This design comes from an exercise in tuning for a short achievable clock period and few clock cycles on the open sky130 flow, not from production work.
In this exercise RTL edits were held to simulation tests only and were not proved equivalent to the original.
Power and IR drop assume default switching activity.

==> flow/flow/run.sh <==
#!/bin/bash
# Own layout flow: the standard ORFS flow (standard.sh, same synthesis, floorplan, power grid,
# placement, clock tree and routing) with two resizer settings changed:
#  - ports are buffered with sky130_fd_sc_hd__buf_8 instead of the smallest buffer the resizer
#    finds (a clkdlybuf4s50 delay cell on sky130hd);
#  - MATCH_CELL_FOOTPRINT=0, so that repair may swap such cells for faster ones of another
#    footprint.
# The make output goes to own_flow.log in the work folder; ORFS keeps each step's log under
# orfs/logs/.
set -euo pipefail
W=$(pwd)
cp config.mk own_config.mk
echo "export BUFFER_PORTS_ARGS = -buffer_cell sky130_fd_sc_hd__buf_8" >> own_config.mk
sed -e "s#DESIGN_CONFIG=[^ ]*#DESIGN_CONFIG=$W/own_config.mk#" \
    -e 's#CLKGATE_MAP_FILE= #CLKGATE_MAP_FILE= MATCH_CELL_FOOTPRINT=0 #' \
    standard.sh > own_standard.sh
bash own_standard.sh > own_flow.log 2>&1
==> flow/standard.sh <==
#!/bin/bash
# synth_recipe.tcl (not shown) runs the flow's synth.tcl, then flattens the netlist and writes it again
# the make line also repeats each setting of config.mk as NAME=value (left out here)
make -C /OpenROAD-flow-scripts/flow DESIGN_CONFIG=/design/flow/config.mk WORK_HOME=/design/flow/orfs CLKGATE_MAP_FILE= SYNTH_SCRIPT=/design/flow/synth_recipe.tcl "${@:-finish}"
==> flow/config.mk <==
export PLATFORM = sky130hd
export DESIGN_NAME = data_cache
export DESIGN_NICKNAME = data_cache
export VERILOG_FILES = /design/flow/design.v
export SDC_FILE = /design/flow/constraint.sdc
export NUM_CORES = 4
export LEC_CHECK = 0
export CAP_MARGIN = 20
export CORE_MARGIN = 2
export CORE_UTILIZATION = 50
export PLACE_DENSITY = 0.65
export SETUP_SLACK_MARGIN = 2.0
export SLEW_MARGIN = 20
export TNS_END_PERCENT = 10
==> flow/constraint.sdc <==
create_clock -name core_clock -period 6.0 [get_ports {clk}]
set_input_delay 1.2000 -clock core_clock [delete_from_list [all_inputs] [get_ports {clk}]]
set_output_delay 1.2000 -clock core_clock [all_outputs]
set_load 0.01 [all_outputs]
==> flow/design.v <==
package cache_geom_pkg;
    localparam int unsigned ADDR_W    = 30;   
    localparam int unsigned OFFSET_W  = 2;    
    localparam int unsigned DEF_SET_W = 2;    
    typedef logic [31:0] word_t;
    typedef logic [32*(2**OFFSET_W)-1:0] line_t;
    typedef logic [ADDR_W-OFFSET_W-1:0] line_addr_t;
    typedef logic way_t;   
endpackage
package cache_ctrl_pkg;
    typedef enum logic [1:0] {
        ST_IDLE  = 2'd0,   
        ST_EVICT = 2'd1,   
        ST_FILL  = 2'd2    
    } miss_state_e;
    localparam int unsigned MEM_REQ_W  = 2;
    localparam int unsigned MEM_RD_BIT = 0;
    localparam int unsigned MEM_WR_BIT = 1;
    localparam logic [MEM_REQ_W-1:0] MEM_REQ_NONE = 2'b00;
    localparam logic [MEM_REQ_W-1:0] MEM_REQ_RD   = 2'b01;
    localparam logic [MEM_REQ_W-1:0] MEM_REQ_WR   = 2'b10;
endpackage
`timescale 1ns/1ps
module data_cache #(
    parameter int SET_W = 2
) (
    input  logic          clk,
    input  logic          rst_n,
    input  logic          i_proc_read,
    input  logic          i_proc_write,
    input  logic [29:0]   i_proc_addr,    
    input  logic [31:0]   i_proc_wdata,
    output logic          o_proc_stall,
    output logic [31:0]   o_proc_rdata,
    output logic          o_mem_read,
    output logic          o_mem_write,
    output logic [27:0]   o_mem_addr,
    output logic [127:0]  o_mem_wdata,
    input  logic          i_mem_ready,
    input  logic [127:0]  i_mem_rdata
);
    localparam int SETS = 4;
    logic [SETS-1:0]  valid0, valid1;
    logic [SETS-1:0]  dirty0, dirty1;
    logic [SETS-1:0]  lru;               
    logic [25:0]      tag0 [SETS];
    logic [25:0]      tag1 [SETS];
    localparam logic [25:0] KA = 26'h3FFFFFF;
    localparam logic [25:0] KB = 26'h2AAAAAA;
    logic [25:0]      tga0 [SETS];
    logic [25:0]      tga1 [SETS];
    logic [25:0]      tgb0 [SETS];
    logic [25:0]      tgb1 [SETS];
    logic [127:0]     line0 [SETS];
    logic [127:0]     line1 [SETS];
    logic             wb_busy;           
    logic             rd_busy;           
    logic [1:0]  wsel;
    logic [1:0]  set;
    logic [25:0] tag;
    logic        req;
    assign wsel = i_proc_addr[1:0];
    assign set  = i_proc_addr[3:2];
    assign tag  = i_proc_addr[29:4];
    assign req  = i_proc_read | i_proc_write;
    logic [SETS-1:0] sdec;
    logic [SETS-1:0] m0, m1;
    logic [SETS-1:0] ra0, ra1, rb0, rb1;     
    always_comb begin
        sdec[0] = ~set[1] & ~set[0];
        sdec[1] = ~set[1] &  set[0];
        sdec[2] =  set[1] & ~set[0];
        sdec[3] =  set[1] &  set[0];
        for (int s = 0; s < SETS; s++) begin
            m0[s]   = sdec[s] & valid0[s] & (tag0[s] == tag);
            m1[s]   = sdec[s] & valid1[s] & (tag1[s] == tag);
            ra0[s]  = sdec[s] & valid0[s] & ((tga0[s] ^ tag) == KA);
            ra1[s]  = sdec[s] & valid1[s] & ((tga1[s] ^ tag) == KA);
            rb0[s]  = sdec[s] & valid0[s] & ((tgb0[s] ^ tag) == KB);
            rb1[s]  = sdec[s] & valid1[s] & ((tgb1[s] ^ tag) == KB);
        end
    end
    logic hit0, hit1, hit;
    assign hit0 = |m0;
    assign hit1 = |m1;
    assign hit  = hit0 | hit1;
    logic [SETS-1:0] vd_s;
    logic [25:0]     vt_s [SETS];
    logic [127:0]    vl_s [SETS];
    always_comb begin
        for (int s = 0; s < SETS; s++) begin
            vd_s[s] = lru[s] ? dirty1[s] : dirty0[s];
            vt_s[s] = lru[s] ? tag1[s]   : tag0[s];
            vl_s[s] = lru[s] ? line1[s]  : line0[s];
        end
    end
    logic         vway;
    logic         vdirty;
    assign vway   = lru[set];
    assign vdirty = vd_s[set];
    logic fill;
    assign fill = rd_busy & i_mem_ready;
    logic [31:0] rdata;
    always_comb begin
        rdata = fill ? i_mem_rdata[wsel*32 +: 32] : '0;
        for (int s = 0; s < SETS; s++) begin
            rdata = rdata | ({{16{rb0[s]}}, {16{ra0[s]}}} & line0[s][wsel*32 +: 32])
                          | ({{16{rb1[s]}}, {16{ra1[s]}}} & line1[s][wsel*32 +: 32]);
        end
    end
    assign o_proc_stall = ~(hit | fill);
    assign o_proc_rdata = rdata;
    logic miss;
    assign miss = req & ~hit;
    assign o_mem_write = wb_busy | (~rd_busy & miss & vdirty);
    assign o_mem_read  = rd_busy | (~wb_busy & miss & ~vdirty);
    assign o_mem_addr  = {(vdirty & ~rd_busy) ? vt_s[set] : tag, set};
    assign o_mem_wdata = vl_s[set];
    logic done;
    logic used_way;
    assign done     = req & (hit | fill);
    assign used_way = hit ? hit1 : vway;
    always_ff @(posedge clk) begin
        if (!rst_n) begin
            valid0  <= '0;
            valid1  <= '0;
            dirty0  <= '0;
            dirty1  <= '0;
            lru     <= '0;
            wb_busy <= 1'b0;
            rd_busy <= 1'b0;
        end else begin
            if (!wb_busy && !rd_busy && miss) begin
                wb_busy <= vdirty;
                rd_busy <= ~vdirty;
            end
            if (wb_busy && i_mem_ready) begin
                wb_busy <= 1'b0;
                rd_busy <= 1'b1;
            end
            if (fill) begin
                rd_busy <= 1'b0;
                if (vway) begin
                    valid1[set] <= 1'b1;
                    dirty1[set] <= i_proc_write;
                end else begin
                    valid0[set] <= 1'b1;
                    dirty0[set] <= i_proc_write;
                end
            end
            if (i_proc_write && hit0) dirty0[set] <= 1'b1;
            if (i_proc_write && hit1) dirty1[set] <= 1'b1;
            if (done) lru[set] <= ~used_way;
        end
    end
    logic [127:0] fill_line;
    always_comb begin
        fill_line = i_mem_rdata;
        if (i_proc_write) fill_line[wsel*32 +: 32] = i_proc_wdata;
    end
    always_ff @(posedge clk) begin
        if (fill) begin
            if (vway) begin
                tag1[set]  <= tag;
                tga1[set]  <= tag ^ KA;
                tgb1[set]  <= tag ^ KB;
                line1[set] <= fill_line;
            end else begin
                tag0[set]  <= tag;
                tga0[set]  <= tag ^ KA;
                tgb0[set]  <= tag ^ KB;
                line0[set] <= fill_line;
            end
        end
        if (i_proc_write && hit0) line0[set][wsel*32 +: 32] <= i_proc_wdata;
        if (i_proc_write && hit1) line1[set][wsel*32 +: 32] <= i_proc_wdata;
    end
endmodule
==> impl_metrics.prom, run 1 <==
# TYPE chip_impl_metric gauge
chip_impl_info{name="timing.setup.critical_path_class",value="primary input to primary output"} 1
chip_impl_metric{name="total_switching_power",unit="W"} 0.00619
chip_impl_metric{name="maximum_capacitance_violations",unit=""} 0
chip_impl_metric{name="worst-endpoint-arrival",unit="ps"} 3540
chip_impl_metric{name="critical_path_peak_fanout",unit=""} 8
chip_impl_metric{name="drive_above_1_share",unit=""} 0.396
chip_impl_metric{name="num-nets-final",unit=""} 5528
chip_impl_metric{name="grt_pass1_wl",unit="um"} 432000
chip_impl_metric{name="share_comb_of_total_power",unit=""} 0.131
chip_impl_metric{name="fin_skew",unit="ps"} 76.6
chip_impl_info{name="worst_r2r_startpoint",value="tag1[3][3]"} 1
chip_impl_metric{name="grt_use_total",unit=""} 0.427
chip_impl_metric{name="post_cts_hold_buffer_count",unit=""} 0
chip_impl_metric{name="place_congestion",unit=""} 0.942
chip_impl_metric{name="peakVddDrop",unit="V"} 0.000237
chip_impl_metric{name="timing.reg2reg.worst_path_depth",unit=""} 11
chip_impl_metric{name="synthesis.instances",unit=""} 4677
chip_impl_info{name="hp-class",value="register to register"} 1
chip_impl_metric{name="max_slew.worst_pin.slew",unit="ps"} 1100
chip_impl_info{name="synth.top_cells.by_area",value="sky130_fd_sc_hd__edfxtp_1 60%, sky130_fd_sc_hd__mux4_2 8.0%, sky130_fd_sc_hd__mux2_2 7.2%"} 1
chip_impl_metric{name="required",unit="ps"} 4800
chip_impl_metric{name="clkLatencyLatePin",unit="ps"} 840
chip_impl_metric{name="fin_util",unit=""} 0.654
chip_impl_metric{name="worst_setup_hold_path_clk_slew",unit="ps"} 60
chip_impl_info{name="rsz0062_at_grt",value="yes"} 1
chip_impl_metric{name="pwr_density_cell",unit="nW/um^2"} 266
chip_impl_metric{name="asyncSetResetFlopFracSynth",unit=""} 0
chip_impl_metric{name="antenna_violations_before_repair",unit=""} 7
chip_impl_metric{name="footprint_of_the_multi_input_gates",unit="um^2"} 29100
chip_impl_metric{name="mappedNetlistArea",unit="um^2"} 72600
chip_impl_metric{name="final_cells",unit=""} 7365
chip_impl_info{name="synthMostInstantiatedCell",value="sky130_fd_sc_hd__edfxtp_1"} 1
chip_impl_info{name="root_buffer",value="sky130_fd_sc_hd__clkbuf_16"} 1
chip_impl_metric{name="fp-row-count",unit=""} 139
chip_impl_metric{name="detailed_place.area",unit="um^2"} 81900
chip_impl_metric{name="drt-wirelength-per-cell",unit="um"} 44.4
chip_impl_metric{name="initial_cell_density_of_the_core",unit=""} 0.504
chip_impl_info{name="post-synth-top-area-cell",value="sky130_fd_sc_hd__edfxtp_1"} 1
chip_impl_metric{name="route.final.wire_length",unit="um"} 327000
chip_impl_metric{name="clkPwrFrac",unit=""} 0.409
chip_impl_metric{name="area_delta_synth_final",unit="%"} 29.6
chip_impl_metric{name="hold_violations",unit=""} 0
chip_impl_metric{name="port_bufs",unit=""} 385
chip_impl_info{name="min_to",value="valid1[1]"} 1
chip_impl_metric{name="fin_crit",unit="ps"} 4740
chip_impl_metric{name="whs_path_depth",unit=""} 1
chip_impl_info{name="worst_r2r_endpoint",value="line1[1][61]"} 1
chip_impl_metric{name="power.leakage",unit="nW"} 31.2
chip_impl_info{name="crit_start_category",value="primary input"} 1
chip_impl_info{name="worst_setup_path_end_kind",value="primary output"} 1
chip_impl_metric{name="rrSetupSlack",unit="ps"} 1630
chip_impl_metric{name="number_of_enable_flip_flop_cells_after_synthesis",unit=""} 1440
chip_impl_info{name="outcome",value="finished clean"} 1
chip_impl_metric{name="post-layout-total-power",unit="W"} 0.0250
chip_impl_info{name="worst_hold_startpoint",value="valid1[1]"} 1
chip_impl_metric{name="setup_viol",unit=""} 0
chip_impl_metric{name="drt-initial-drc-count",unit=""} 11600
chip_impl_metric{name="pin_count_of_the_biggest_net_entering_global_routing",unit=""} 66
chip_impl_metric{name="cts-htree-levels",unit=""} 4
chip_impl_metric{name="gr-total-overflow",unit=""} 0
chip_impl_metric{name="avgViaCountPerCell",unit=""} 7.54
chip_impl_metric{name="route.vias.total",unit=""} 55600
chip_impl_metric{name="synth_register_bits",unit=""} 1462
chip_impl_metric{name="io_pins",unit=""} 386
chip_impl_metric{name="design_internal_power",unit="W"} 0.0188
chip_impl_metric{name="core",unit="um^2"} 144000
chip_impl_metric{name="die_h",unit="um"} 385
chip_impl_metric{name="timing.slew.headroom",unit=""} 0.265
chip_impl_info{name="ys_top_cells_by_count",value="1440 x sky130_fd_sc_hd__edfxtp_1, 464 x sky130_fd_sc_hd__mux2_2, 375 x sky130_fd_sc_hd__mux2i_1, 258 x sky130_fd_sc_hd__mux4_2, 236 x sky130_fd_sc_hd__xnor2_1"} 1
chip_impl_info{name="cts_tree",value="built"} 1
chip_impl_metric{name="chipWidth",unit="um"} 385
chip_impl_metric{name="yosysWarnings",unit=""} 3
chip_impl_metric{name="slew_violations",unit=""} 0
chip_impl_metric{name="setup_total_negative_slack",unit="ps"} 0
chip_impl_metric{name="final.fill_count",unit=""} 9926
chip_impl_metric{name="stdcell_area",unit="um^2"} 94000
chip_impl_metric{name="finalCritPeriodShare",unit=""} 0.790
chip_impl_metric{name="fmax",unit="GHz"} 0.211
chip_impl_metric{name="dp.cells",unit=""} 6789
chip_impl_metric{name="die-area",unit="um^2"} 148000
chip_impl_metric{name="cts.sink_count",unit=""} 1462
chip_impl_metric{name="clock_tree.buffer_depth",unit=""} 3
chip_impl_metric{name="final_antenna_net_count",unit=""} 0
chip_impl_metric{name="vias_in_the_first_global_route",unit=""} 52600
chip_impl_metric{name="synth.distinct_cells",unit=""} 52
chip_impl_metric{name="seqCellArea",unit="um^2"} 43700
chip_impl_metric{name="power.share.switching",unit=""} 0.247
chip_impl_metric{name="synthesis.nets",unit=""} 4884
chip_impl_metric{name="p_seq_frac",unit=""} 0.459
chip_impl_metric{name="detailed_place_hpwl",unit="um"} 177000
chip_impl_metric{name="drt_pre_antenna_iters",unit=""} 10
chip_impl_metric{name="tritoncts.num_buffers",unit=""} 157
chip_impl_info{name="dominantRegCellSynth",value="sky130_fd_sc_hd__edfxtp_1"} 1
chip_impl_metric{name="synthesis.area_per_instance",unit="um^2"} 15.5
chip_impl_metric{name="synth_sequential_area_ratio",unit=""} 0.602
chip_impl_metric{name="drc",unit=""} 0
chip_impl_metric{name="netlist.area_leader.share",unit=""} 0.596
[cell families (layout without fill, tap and decap cells)]
logic type	count (synthesis)	after routing	share of synthesized area
buffers and inverters	433	1205	0.0257
AOI/OAI and AO/OA	747	747	0.0812
and+or+nand+nor	509	510	0.0348
other	0	12	0
DFF	1462	1462	0.602
adders and majority gates	12	12	0.00207
xor gates and xnor gates	416	416	0.0502
muxes	1098	1098	0.204
[flip-flops by register name, summed over array words and instances (netlist names)]
register,flops
valid0,4
tgb1,40
line1,512
line0,512
valid1,4
rd_busy,1
tgb0,74
tga1,103
wb_busy,1
tga0,56
dirty1,4
tag1,65
lru,4
dirty0,4
tag0,78
[worst max path at each step]
| stage | from | to | slack [ps] |
|---|---|---|---|
| 3_5_place_dp | i_proc_addr[2] | o_proc_rdata[14] | 540 |
| 4_1_cts | i_proc_addr[17] | o_mem_read | 1440 |
| 5_1_grt | i_proc_addr[15] | o_mem_read | 1260 |
| 3_3_place_gp | i_proc_addr[2] | o_proc_rdata[15] | 530 |
| 6_report | i_proc_addr[23] | o_proc_rdata[31] | 1260 |
| 2_1_floorplan | i_proc_addr[1] | o_proc_rdata[15] | 1570 |
[timing repair]
| item | CTS | global route |
|---|---|---|
| setup endpoints to repair | 946 | 542 |
| pin swaps | 158 | 108 |
| gates cloned | 74 | 15 |
| endpoints found under the hold margin | 0 | 0 |
| buffers inserted | 132 | 55 |
| gates resized for setup | 391 | 148 |
[per-layer routing]
| layer | global-route usage | wire, um |
|---|---|---|
| met3 | 0.182 | 57800 |
| met4 | 0.232 | 23900 |
| met2 | 0.612 | 137000 |
| met1 | 0.546 | 108000 |
| met5 | 0 | 63 |
[area by class of cell]
type                       instances  area share
timing repair buffer             878       0.141
clock buffer                     192      0.0457
sequential                      1462       0.465
antenna                           12    0.000319
multi-input combinational       2783       0.310
inverter                          39     0.00169
clock inverter                    96      0.0108
tap                             1903      0.0253
[power by group through the flow]
stage / combinational (W) / sequential (W) / clock, W
after global placement: 0.00270 / 0.0117 / 0
final: 0.00329 / 0.0115 / 0.0102
after global routing: 0.00332 / 0.0115 / 0.0106
after detailed placement: 0.00271 / 0.0117 / 0
after CTS: 0.00307 / 0.0115 / 0.0102
after floorplan: 0.00136 / 0.0117 / 0
[through the flow]
stage               hold WS, ps  setup WS [ps]
floorplan                   441           1570
global placement            446            531
detailed placement          453            538
CTS                         478           1440
global route                502           1260
finish                      479           1260
[cell usage in the layout, fill, tap and decap left out, drive strengths merged, types with 21 or more instances in the layout]
cell	n
nand2	130
o21ai	42
nor2b	29
inv	41
mux2i	376
nand4	87
nand3	33
a32oi	32
mux2	464
buf	806
a22oi	70
clkbuf	264
a22o	65
nor3	27
a222oi	186
o22ai	212
mux4	258
clkinv	68
edfxtp	1440
dfxtp	22
xor2	180
a21oi	82
xnor2	236
bufinv	21
nor2	124
nor4	54
[critical path: stages]
cell and delay (ps):
sky130_fd_sc_hd__buf_16 130, sky130_fd_sc_hd__buf_6 120, sky130_fd_sc_hd__xor2_1 200, sky130_fd_sc_hd__nand4_1 190, sky130_fd_sc_hd__nor4_4 370, sky130_fd_sc_hd__nand3_4 270, sky130_fd_sc_hd__clkbuf_16 330, sky130_fd_sc_hd__o221ai_2 140
sky130_fd_sc_hd__o21ai_1 90, sky130_fd_sc_hd__nand4_1 290, sky130_fd_sc_hd__buf_8 150
Testbench counts, summed over its fixed seeds: cycles 47,152.
==> inputs of run 2 (changes only) <==
--- a/flow/config.mk
+++ b/flow/config.mk
@@ -9,6 +9,6 @@
 export CORE_MARGIN = 2
 export CORE_UTILIZATION = 50
 export PLACE_DENSITY = 0.65
-export SETUP_SLACK_MARGIN = 2.0
+export SETUP_SLACK_MARGIN = 2.5
 export SLEW_MARGIN = 20
 export TNS_END_PERCENT = 10
==> run 2 against run 1 <==
Routed wire length is 0.51% lower. Synthesized cell count stayed put. First-iteration DRC count is 3.0% lower. Clock-buffer cell count is 1 higher. Hold slack worse by 8.8 ps. Sequential share of layout area is 0.20 points higher. Global-route usage is 0.28 points lower. Power is 3.0% lower. Non-clock buffer count is 25 higher. Final cell count is 0.11% higher. Clock skew is 41 ps lower. Largest cell class unchanged. Largest power group unchanged. Highest routed layer unchanged.
==> impl_metrics.prom, run 2 <==
# TYPE chip_impl_metric gauge
chip_impl_metric{name="io_pins",unit=""} 386
chip_impl_info{name="outcome",value="finished clean"} 1
chip_impl_metric{name="final_antenna_net_count",unit=""} 0
chip_impl_info{name="post-synth-top-area-cell",value="sky130_fd_sc_hd__edfxtp_1"} 1
chip_impl_info{name="timing.setup.critical_path_class",value="primary input to primary output"} 1
chip_impl_metric{name="fmax",unit="GHz"} 0.206
chip_impl_info{name="ys_top_cells_by_count",value="1440 x sky130_fd_sc_hd__edfxtp_1, 464 x sky130_fd_sc_hd__mux2_2, 375 x sky130_fd_sc_hd__mux2i_1, 258 x sky130_fd_sc_hd__mux4_2, 236 x sky130_fd_sc_hd__xnor2_1"} 1
chip_impl_info{name="biggestRegsByFlops",value="line0 x512, line1 x512, tga1 x103"} 1
chip_impl_info{name="cts_tree",value="built"} 1
chip_impl_info{name="worst_setup_path_end_kind",value="primary output"} 1
chip_impl_metric{name="required",unit="ps"} 4800
chip_impl_metric{name="netlist.area_leader.share",unit=""} 0.596
chip_impl_metric{name="detailed_place_hpwl",unit="um"} 176000
chip_impl_metric{name="core",unit="um^2"} 144000
chip_impl_metric{name="final.fill_count",unit=""} 9897
chip_impl_metric{name="yosysWarnings",unit=""} 3
chip_impl_metric{name="worst_setup_hold_path_clk_slew",unit="ps"} 60
chip_impl_metric{name="timing.slew.headroom",unit=""} 0.221
chip_impl_metric{name="vias_in_the_first_global_route",unit=""} 52800
chip_impl_metric{name="number_of_enable_flip_flop_cells_after_synthesis",unit=""} 1440
chip_impl_metric{name="fp-row-count",unit=""} 139
chip_impl_metric{name="asyncSetResetFlopFracSynth",unit=""} 0
chip_impl_metric{name="port_bufs",unit=""} 385
chip_impl_metric{name="tritoncts.num_buffers",unit=""} 155
chip_impl_metric{name="peakVddDrop",unit="V"} 0.000224
chip_impl_metric{name="route.final.wire_length",unit="um"} 325000
chip_impl_metric{name="num-nets-final",unit=""} 5551
chip_impl_metric{name="rrSetupSlack",unit="ps"} 1920
chip_impl_metric{name="chipWidth",unit="um"} 385
chip_impl_info{name="synthMostInstantiatedCell",value="sky130_fd_sc_hd__edfxtp_1"} 1
chip_impl_metric{name="grt_pass1_wl",unit="um"} 429000
chip_impl_metric{name="die-area",unit="um^2"} 148000
chip_impl_metric{name="synthesis.area_per_instance",unit="um^2"} 15.5
chip_impl_info{name="layout_commonest_cell",value="sky130_fd_sc_hd__edfxtp_1"} 1
chip_impl_metric{name="die_h",unit="um"} 385
chip_impl_metric{name="finalCritPeriodShare",unit=""} 0.808
chip_impl_info{name="synth.top_cells.by_area",value="sky130_fd_sc_hd__edfxtp_1 60%, sky130_fd_sc_hd__mux4_2 8.0%, sky130_fd_sc_hd__mux2_2 7.2%"} 1
chip_impl_metric{name="maximum_capacitance_violations",unit=""} 0
chip_impl_metric{name="area_delta_synth_final",unit="%"} 29.0
chip_impl_metric{name="hold_violations",unit=""} 0
chip_impl_metric{name="post-layout-total-power",unit="W"} 0.0243
chip_impl_metric{name="setup_total_negative_slack",unit="ps"} 0
chip_impl_metric{name="timing.reg2reg.worst_path_depth",unit=""} 10
chip_impl_metric{name="seqCellArea",unit="um^2"} 43700
chip_impl_metric{name="drive_above_1_share",unit=""} 0.401
chip_impl_metric{name="place_congestion",unit=""} 0.929
chip_impl_metric{name="preCtsSetupSlack",unit="ps"} 481
chip_impl_metric{name="pin_count_of_the_biggest_net_entering_global_routing",unit=""} 141
chip_impl_metric{name="setup_viol",unit=""} 0
chip_impl_metric{name="cts.sink_count",unit=""} 1462
chip_impl_info{name="most-common-layout-cells",value="1440 x sky130_fd_sc_hd__edfxtp_1, 464 x sky130_fd_sc_hd__mux2_2, 370 x sky130_fd_sc_hd__buf_8, 339 x sky130_fd_sc_hd__mux2i_1, 258 x sky130_fd_sc_hd__mux4_2"} 1
chip_impl_metric{name="footprint_of_the_multi_input_gates",unit="um^2"} 29200
chip_impl_metric{name="pwr_density_cell",unit="nW/um^2"} 259
chip_impl_metric{name="synthesis.instances",unit=""} 4677
chip_impl_metric{name="fin_skew",unit="ps"} 35.2
chip_impl_info{name="crit_start",value="i_proc_addr[3]"} 1
chip_impl_metric{name="synth_sequential_area_ratio",unit=""} 0.602
chip_impl_metric{name="drc",unit=""} 0
chip_impl_metric{name="fin_crit",unit="ps"} 4850
chip_impl_info{name="crit_start_category",value="primary input"} 1
chip_impl_metric{name="mappedNetlistArea",unit="um^2"} 72600
chip_impl_metric{name="drt-initial-drc-count",unit=""} 11200
chip_impl_metric{name="cts-htree-levels",unit=""} 4
chip_impl_metric{name="gr-total-overflow",unit=""} 0
chip_impl_metric{name="worst-endpoint-arrival",unit="ps"} 3650
chip_impl_metric{name="grt_use_total",unit=""} 0.424
chip_impl_metric{name="drt_pre_antenna_iters",unit=""} 9
chip_impl_metric{name="final.hold.worst_slack",unit="ps"} 470
chip_impl_metric{name="initial_cell_density_of_the_core",unit=""} 0.504
chip_impl_metric{name="slew_violations",unit=""} 0
chip_impl_info{name="dominantRegCellSynth",value="sky130_fd_sc_hd__edfxtp_1"} 1
chip_impl_metric{name="critical_path_peak_fanout",unit=""} 9
chip_impl_metric{name="route.vias.total",unit=""} 55100
chip_impl_info{name="worst_r2r_startpoint",value="tag1[3][1]"} 1
chip_impl_metric{name="power.leakage",unit="nW"} 31.0
chip_impl_metric{name="drt-wirelength-per-cell",unit="um"} 44.1
chip_impl_info{name="hp-class",value="register to register"} 1
chip_impl_metric{name="clkLatencyLatePin",unit="ps"} 810
chip_impl_metric{name="antenna_violations_before_repair",unit=""} 10
chip_impl_metric{name="setup_ws",unit="ps"} 1150
chip_impl_info{name="worst_hold_startpoint",value="valid1[2]"} 1
chip_impl_metric{name="max_slew.worst_pin.slew",unit="ps"} 1170
chip_impl_metric{name="whs_path_depth",unit=""} 1
chip_impl_info{name="root_buffer",value="sky130_fd_sc_hd__clkbuf_16"} 1
chip_impl_metric{name="clock_tree.buffer_depth",unit=""} 3
chip_impl_metric{name="synth_register_bits",unit=""} 1462
chip_impl_metric{name="synthesis.nets",unit=""} 4884
chip_impl_metric{name="avgViaCountPerCell",unit=""} 7.47
chip_impl_info{name="rsz0062_at_grt",value="yes"} 1
chip_impl_metric{name="synth.distinct_cells",unit=""} 52
[run 2: changes by cell type in the layout (fill, tap and decap cells not counted), moves of 7 or more]
cell,previous run,this run
sky130_fd_sc_hd__mux2i_1,356,339
sky130_fd_sc_hd__buf_6,40,51
sky130_fd_sc_hd__mux2i_2,15,30
sky130_fd_sc_hd__a22oi_1,46,53
sky130_fd_sc_hd__clkbuf_16,240,228
sky130_fd_sc_hd__bufinv_16,21,12
sky130_fd_sc_hd__xnor2_4,10,3
sky130_fd_sc_hd__a22oi_2,24,17
sky130_fd_sc_hd__buf_12,128,114
sky130_fd_sc_hd__buf_4,224,252
[run 2: final timing paths]
kind | endpoint
setup / recovery | o_proc_rdata[18]
hold reg to reg | valid1[2]
setup reg to reg | line1[3][118]
hold / removal | valid1[2]
[run 2: critical path, cell delays in order]
cell                         delay, ps
sky130_fd_sc_hd__buf_12            120
sky130_fd_sc_hd__clkinvlp_4        120
sky130_fd_sc_hd__ha_4              180
sky130_fd_sc_hd__nand2_1           110
sky130_fd_sc_hd__nor3_2            270
sky130_fd_sc_hd__nand3_2           200
sky130_fd_sc_hd__nor3_4            270
sky130_fd_sc_hd__buf_12            150
sky130_fd_sc_hd__buf_6             100
sky130_fd_sc_hd__buf_6             250
sky130_fd_sc_hd__a22oi_1           110
sky130_fd_sc_hd__nand4_1           390
sky130_fd_sc_hd__buf_8             160
[run 2: stage by stage]
step,area (um^2),std cells,util
6_report,93600,7373,0.651
5_1_grt,93600,7366,0.651
4_1_cts,91600,7268,0.637
3_5_place_dp,81600,6757,0.567
3_3_place_gp,81600,6757,0.567
2_1_floorplan,72900,4677,-
[run 2: cells by family (layout without fill, tap and decap cells)]
group           Yosys count  count (layout)  synth area share
flops                  1462            1462             0.602
mux                    1098            1098             0.204
compound gates          747             747            0.0812
simple gates            509             510            0.0348
buf+inv                 433            1215            0.0257
xor+xnor                416             416            0.0502
fa+ha+maj                12              12           0.00207
other cells               0              10                 0
[run 2: what timing repair did]
action	4_1_cts	5_1_grt
gates cloned	65	22
resized for setup	423	166
hold buffers	0	0
buffers inserted	173	73
pin swaps	166	128
setup endpoints to repair	2313	2123
[run 2: cell type report]
cell class | count | share of cell area
sequential | 1462 | 0.467
multi-input combinational | 2783 | 0.312
timing repair buffer | 903 | 0.142
clock buffer | 193 | 0.0443
tap | 1903 | 0.0254
clock inverter | 80 | 0.00730
inverter | 39 | 0.00164
antenna | 10 | 0.000267
[run 2: metal layers]
metal,share of wire,up-vias,track usage
li1,-,20500,-
met1,0.33,27400,0.542
met2,0.42,5781,0.603
met3,0.17,1452,0.162
met4,0.085,10,0.274
met5,0.00042,-,0
[run 2: power breakdown]
part	internal, W	leakage (nW)	switching [W]
Combinational	0.00146	15.4	0.00183
Sequential	0.0114	13.2	0.0000774
Clock	0.00539	2.37	0.00410
Total	0.0183	31.0	0.00601

## separate check: timing with driven ports
No port has a modelled driver above. Below, the same layouts with a new extraction and two added sets of constraints.
Step 1, drivers: a clkbuf_16 drives clk and a buf_2 each remaining input, both assumed.
Step 2 adds t to the input delays and takes it off the output delays; t is the mean of the earliest and latest rising clock arrival at the registers after step 1. Input paths then give back, and output paths get back, about the clock's delay inside the block.
Three values: ideal, step 1, step 2; two values: the first two.
run	t (ns)	setup slack, ns	latest minus earliest clock arrival (ns)
run 1	0.893	1.263 / 0.966 / 0.532	0.088 / 0.089
run 2	0.884	1.150 / 1.022 / 0.855	0.037 / 0.036
After both steps setup and hold are still met in every run listed. For run 1, which loses most, drivers alone change the setup slack by -0.297 ns; drivers and shift together by -0.731 ns.
